Source: an optimization exercise on an open RTL-to-GDS flow (aim: small area, a short achievable clock period and few clock cycles). Production flows keep margins and buffers that such runs may drop.
In this exercise RTL edits were held to simulation tests only and were not proved equivalent to the original.
Power figures rest on the tool's default switching activity, not on a simulated workload.

==> flow/design.v <==
package sched_pkg;
    typedef enum logic [3:0] {
        OP_ADD  = 4'h0,
        OP_SUB  = 4'h1,
        OP_AND  = 4'h2,
        OP_XOR  = 4'h3,
        OP_ADDI = 4'h8,
        OP_LUI  = 4'h9                               
    } opcode_e;
    typedef struct packed {
        opcode_e                           opcode;
        logic [$clog2(8)-1:0]    rd;
        logic [$clog2(8)-1:0]    rs1;
        logic [$clog2(8)-1:0]    rs2;
        logic [2:0]                        spare;   
    } insn_reg_t;
    typedef struct packed {
        opcode_e                           opcode;
        logic [$clog2(8)-1:0]    rd;
        logic [$clog2(8)-1:0]    rs1;
        logic [5:0]                        imm;
    } insn_imm_t;
    typedef union packed {
        insn_reg_t r;
        insn_imm_t i;
    } insn_u;
    typedef struct packed {
        opcode_e                           opcode;
        logic [$clog2(8)-1:0]    rd;
        logic [$clog2(8)-1:0]    rs1;
        logic [$clog2(8)-1:0]    rs2;     
        logic [16-1:0]          imm;     
        logic                              is_imm;
        logic [8-1:0]           seq;
    } entry_t;
    typedef struct packed {
        logic [8-1:0]           seq;
        logic [$clog2(8)-1:0]    rd;
        logic [16-1:0]          value;
    } result_t;
endpackage
`timescale 1ns/1ps
module sched_top (
    input  logic               clk,
    input  logic               rst,
    input  logic               in_req,
    input  logic [15:0]        in_insn,
    input  logic               out_ack,
    output logic               in_ack,
    output logic               out_req,
    output logic [26:0]        out_result
);
    logic [15:0] rf [8];
    logic [7:0]  rs1_q, rs2_q;      
    logic [5:0]  imm_q;             
    logic        lui_q;             
    logic        sub_q, and_q, xor_q;
    logic [2:0]  rd_q;
    logic        rst_q;             
    logic        s1_v;              
    logic        s2_v;              
    logic        full;              
    logic        acc;               
    logic        mv;                
    logic [15:0] p_q, g_q;          
    logic        cin_q;
    logic [2:0]  rd_p;              
    logic [3:0]  op;
    logic [15:0] a, b, imm, p_d, g_d;
    logic        cin_d;
    logic [16:0] c;
    logic [15:0] pg_g [5];
    logic [15:0] pg_p [5];
    logic [15:0] sum;
    assign acc = in_req && !in_ack && !s1_v;
    assign mv  = s1_v && !s2_v && (!full || (out_req && out_ack));
    logic       d_def, d_reg, d_lui;
    logic [7:0] d_rs1, d_rs2;
    always_comb begin
        op    = in_insn[15:12];
        d_def = op == 4'h0 || op == 4'h1 || op == 4'h2 || op == 4'h3 || op == 4'h8 || op == 4'h9;
        d_reg = !op[3] && d_def;
        d_lui = op == 4'h9;
        d_rs1 = (d_def && !d_lui) ? (8'd1 << in_insn[8:6]) : 8'd0;
        d_rs2 = d_reg ? (8'd1 << in_insn[5:3]) : 8'd0;
    end
    always_comb begin
        a = '0;
        b = '0;
        for (int r = 0; r < 8; r++) begin
            a = a | (rf[r] & {16{rs1_q[r]}});
            b = b | (rf[r] & {16{rs2_q[r]}});
        end
        b = b | {imm_q & {6{lui_q}}, 4'd0, imm_q & {6{!lui_q}}};
        if (sub_q) b = ~b;
        p_d   = and_q ? (a & b) : (a ^ b);
        g_d   = (and_q || xor_q) ? 16'd0 : (a & b);
        cin_d = sub_q;
        g_d[0] = sub_q ? (a[0] | b[0]) : g_d[0];
        pg_g[0] = g_q;
        pg_p[0] = p_q;
        for (int l = 1; l <= 4; l++) begin
            pg_g[l] = pg_g[l-1];
            pg_p[l] = pg_p[l-1];
            for (int i = 0; i < 16; i++) begin
                if (((i >> (l - 1)) & 1) == 1) begin
                    pg_g[l][i] = pg_g[l-1][i] | (pg_p[l-1][i] & pg_g[l-1][((i >> (l - 1)) << (l - 1)) - 1]);
                    pg_p[l][i] = pg_p[l-1][i] & pg_p[l-1][((i >> (l - 1)) << (l - 1)) - 1];
                end
            end
        end
        c   = {pg_g[4], cin_q};
        sum = p_q ^ c[15:0];
    end
    always_ff @(posedge clk) begin
        if (rst) begin
            rs1_q <= '0;
            rs2_q <= '0;
            imm_q <= '0;
            lui_q <= 1'b0;
            sub_q <= 1'b0;
            and_q <= 1'b0;
            xor_q <= 1'b0;
        end else if (!s1_v) begin
            rs1_q <= d_rs1;
            rs2_q <= d_rs2;
            imm_q <= (op == 4'h8 || d_lui) ? in_insn[5:0] : 6'd0;
            lui_q <= d_lui;
            sub_q <= op == 4'h1;
            and_q <= op == 4'h2;
            xor_q <= op == 4'h3;
        end
    end
    always_ff @(posedge clk) begin
        if (!s1_v) rd_q <= in_insn[11:9];
    end
    always_ff @(posedge clk) begin
        if (rst) begin
            p_q   <= 16'd0;
            g_q   <= 16'd0;
            cin_q <= 1'b0;
        end else if (mv) begin
            p_q   <= p_d;
            g_q   <= g_d;
            cin_q <= cin_d;
            rd_p  <= rd_q;
        end
        rst_q <= rst;
    end
    always_ff @(posedge clk) begin
        for (int r = 0; r < 8; r++) begin
            if (rst_q || (s2_v && rd_p == 3'(r))) rf[r] <= sum;
        end
    end
    always_ff @(posedge clk) begin
        if (rst) begin
            in_ack            <= 1'b0;
            s1_v              <= 1'b0;
            s2_v              <= 1'b0;
            full              <= 1'b0;
            out_req           <= 1'b0;
        end else begin
            if (acc)                    in_ack <= 1'b1;
            else if (in_ack && !in_req) in_ack <= 1'b0;
            if (acc)     s1_v <= 1'b1;
            else if (mv) s1_v <= 1'b0;
            s2_v <= mv;
            if (s2_v) begin
                full              <= 1'b1;
                out_req           <= !out_ack;
            end else if (out_req && out_ack) begin
                full    <= 1'b0;
                out_req <= 1'b0;
            end else if (full && !out_req && !out_ack) begin
                out_req <= 1'b1;
            end
        end
    end
    always_ff @(posedge clk) begin
        if (rst) out_result[26:19] <= 8'hff;        
        else     out_result[26:19] <= out_result[26:19] + {7'd0, s2_v};
        out_result[18:0] <= {rd_p, sum};
    end
endmodule
export LEC_CHECK = 0
export ABC_CLOCK_PERIOD_IN_PS = 2400
export CAP_MARGIN = 20
export CORE_MARGIN = 2
export CORE_UTILIZATION = 75
export CTS_BUF_LIST = sky130_fd_sc_hd__clkbuf_8
export CTS_CLUSTER_DIAMETER = 60
export CTS_CLUSTER_SIZE = 15
export SETUP_SLACK_MARGIN = 4.6
export SLEW_MARGIN = 20
create_clock -name core_clock -period 7.0 [get_ports {clk}]
standard.sh (not shown) runs the stock make flow with config.mk's settings and CLKGATE_MAP_FILE= SYNTH_SCRIPT=/design/flow/synth_recipe.tcl, a recipe that flattens the netlist after the stock synthesis.
==> flow/flow/run.sh <==
#!/bin/bash
# The standard ORFS layout (the standard.sh, with config.mk's settings),
# changed in two ways through ORFS's own variables:
#  - ports are buffered with buf_4 rather than the delay cell buffer_ports
#    picks by default (footprint matching then keeps that cell from being
#    resized into a plain buffer);
#  - clock tree synthesis adds no dummy loads.
set -euo pipefail
export BUFFER_PORTS_ARGS="-buffer_cell sky130_fd_sc_hd__buf_4"
export CTS_ARGS="-sink_clustering_enable -repair_clock_nets -dont_use_dummy_load -buf_list sky130_fd_sc_hd__clkbuf_8 -sink_clustering_size 15 -sink_clustering_max_diameter 60"
bash standard.sh > standard.log 2>&1
The baseline passed the timing, DRC and antenna checks.
Testbench counts at the start, summed over its fixed seeds: cycles 6,408.
Change:
Settings changed: CORE_UTILIZATION 75 to 65.
The new run passed the timing, DRC and antenna checks.
Power hardly moves.
Routed wire length hardly moves.
Synthesized cell count does not change.
Hold slack is about the same.
Sequential share of layout area went down by 0.33 points.
Worst setup slack is about the same.
Change:
Settings changed: ABC_CLOCK_PERIOD_IN_PS 2400 to 2200, SETUP_SLACK_MARGIN 4.6 to 4.8.
Cell count grows by a few percent.
Synthesized area does not change.
Combinational power is higher by about a fifth.
Final area increases by a few percent.
Change:
Settings changed: ABC_CLOCK_PERIOD_IN_PS 2200 to 2500, SETUP_SLACK_MARGIN 4.8 to 4.5.
Register-to-register slack degrades by 97 ps. Non-clock buffer count drops by 28. First-iteration DRC count drops by 11%. Worst setup slack degrades by 74 ps. Die area stays the same.

== run 1 ==
Starts from the design.v that is shown in full above.
export LEC_CHECK = 0
export ABC_CLOCK_PERIOD_IN_PS = 2400
export CAP_MARGIN = 20
export CORE_MARGIN = 2
export CORE_UTILIZATION = 75
export CTS_BUF_LIST = sky130_fd_sc_hd__clkbuf_8
export CTS_CLUSTER_DIAMETER = 60
export CTS_CLUSTER_SIZE = 15
export SETUP_SLACK_MARGIN = 4.6
export SLEW_MARGIN = 60
create_clock -name core_clock -period 7.0 [get_ports {clk}]
Scripts as last shown in full above: flow/flow/run.sh
Run 1 reached the final stage; the timing, DRC and antenna checks on its layout passed.
Testbench counts of run 1, summed over its fixed seeds: cycles 6,408.
> inputs changed (run 1 -> run 2)
# run 1
export LEC_CHECK = 0
export ABC_CLOCK_PERIOD_IN_PS = 2400
export CAP_MARGIN = 20
export CORE_MARGIN = 2
export CORE_UTILIZATION = 75
export CTS_BUF_LIST = sky130_fd_sc_hd__clkbuf_8
export CTS_CLUSTER_DIAMETER = 60
export CTS_CLUSTER_SIZE = 15
export SETUP_SLACK_MARGIN = 4.6
export SLEW_MARGIN = 60
create_clock -name core_clock -period 7.0 [get_ports {clk}]
# run 2
export LEC_CHECK = 0
export ABC_CLOCK_PERIOD_IN_PS = 2400
export CAP_MARGIN = 20
export CORE_MARGIN = 2
export CORE_UTILIZATION = 65
export CTS_BUF_LIST = sky130_fd_sc_hd__clkbuf_8
export CTS_CLUSTER_DIAMETER = 60
export CTS_CLUSTER_SIZE = 15
export SETUP_SLACK_MARGIN = 4.6
export SLEW_MARGIN = 20
create_clock -name core_clock -period 7.0 [get_ports {clk}]
--- a/flow/flow/run.sh
+++ b/flow/flow/run.sh
@@ -3 +3 @@
-# changed in two ways through ORFS's own variables:
+# changed in three ways through ORFS's own variables:
@@ -7 +7,4 @@
-#  - clock tree synthesis adds no dummy loads.
+#  - clock tree synthesis adds no dummy loads;
+#  - gate sizing may swap a cell for one of another footprint
+#    (MATCH_CELL_FOOTPRINT=0 on make's command line, which outranks the
+#    platform's setting).
@@ -11 +14 @@
-bash standard.sh > standard.log 2>&1
+bash standard.sh MATCH_CELL_FOOTPRINT=0 finish > standard.log 2>&1
Results
Final weighted congestion in routability-driven placement (lower): run 2. Of run 2 and run 1, the lower synthesis-to-layout area growth belongs to run 2. From run 1 to run 2 the numbers moved as follows: sum of internal, switching and leakage power shows a reduction of 0.45%, fraction of the core area covered by cells at the end of the flow shows a reduction of 12 points, final standard cell count with taps included and fillers excluded shows an increase of about 1.5%, net load switching power shows a reduction of 2.0%. Summary of run 2 over run 1: critical path depth increased by 5 relative to the old numbers, final routed wirelength across all metal layers decreased by about 1.7% relative to the old numbers, post-route cell area decreased by about 0.7% relative to the old numbers.
diff inputs: run 2 => run 3
# run 2
export LEC_CHECK = 0
export ABC_CLOCK_PERIOD_IN_PS = 2400
export CAP_MARGIN = 20
export CORE_MARGIN = 2
export CORE_UTILIZATION = 65
export CTS_BUF_LIST = sky130_fd_sc_hd__clkbuf_8
export CTS_CLUSTER_DIAMETER = 60
export CTS_CLUSTER_SIZE = 15
export SETUP_SLACK_MARGIN = 4.6
export SLEW_MARGIN = 20
create_clock -name core_clock -period 7.0 [get_ports {clk}]
# run 3
export LEC_CHECK = 0
export ABC_AREA = 1
export ABC_CLOCK_PERIOD_IN_PS = 2400
export CAP_MARGIN = 20
export CORE_MARGIN = 2
export CORE_UTILIZATION = 65
export CTS_BUF_LIST = sky130_fd_sc_hd__clkbuf_8
export CTS_CLUSTER_DIAMETER = 60
export CTS_CLUSTER_SIZE = 15
export SETUP_SLACK_MARGIN = 4.6
export SLEW_MARGIN = 20
create_clock -name core_clock -period 7.0 [get_ports {clk}]
--- a/flow/flow/run.sh
+++ b/flow/flow/run.sh
@@ -3 +3 @@
-# changed in three ways through ORFS's own variables:
+# changed in two ways through ORFS's own variables:
@@ -7,4 +7 @@
-#  - clock tree synthesis adds no dummy loads;
-#  - gate sizing may swap a cell for one of another footprint
-#    (MATCH_CELL_FOOTPRINT=0 on make's command line, which outranks the
-#    platform's setting).
+#  - clock tree synthesis adds no dummy loads.
@@ -14 +11 @@
-bash standard.sh MATCH_CELL_FOOTPRINT=0 finish > standard.log 2>&1
+bash standard.sh > standard.log 2>&1
Notes after the runs:
Against run 2, run 3 reports a clock power share that is higher. Lower largest fanout on the critical path was reported by run 3, not run 2. Run 2 has a higher worst hold slack than run 3. Setup slack at placement (lower): run 3. When run 3 is set beside run 2, its placer congestion estimate turns out to be 0.068 larger.

[afterwards: timing with drivers on the ports]
Ports are ideal in the flow. The routed layouts listed here were re-timed in OpenROAD. Step 1 sets driving cells, clkbuf_16 on the clock port and buf_2 on the other inputs (assumed; they add their load-dependent delay and slew). Step 2 also shifts input and output timing later by t, the mid clock arrival at the registers, as if the neighbouring blocks saw the same clock. a / b / c = no drivers / after step 1 / after step 2; a / b = the first two.
| run | t (ns) | setup WS [ns] | worst setup path at the end | worst slew at a driven data input, ns |
|---|---|---|---|---|
| the first run of note 1 | 0.538 | 4.621 / 4.586 / 4.212 | input to register | 0.03 |
| the second run of note 1 | 0.545 | 4.619 / 4.592 / 4.215 | input to register | 0.04 |
| the third run of note 1 | 0.546 | 4.637 / 4.598 / 4.339 | input to register | 0.04 |
| the fourth run of note 1 | 0.536 | 4.563 / 4.527 / 4.115 | input to register | 0.04 |
| run 1 | 0.534 | 4.617 / 4.582 / 4.171 | input to register | 0.04 |
| run 2 | 0.545 | 4.619 / 4.592 / 4.215 | input to register | 0.04 |
| run 3 | 0.550 | 4.622 / 4.580 / 4.150 | input to register | 0.04 |
After both steps setup and hold are still met in every run listed. The setup slack of run 3, which loses most, moves by -0.042 ns with the drivers and by -0.472 ns with both steps.
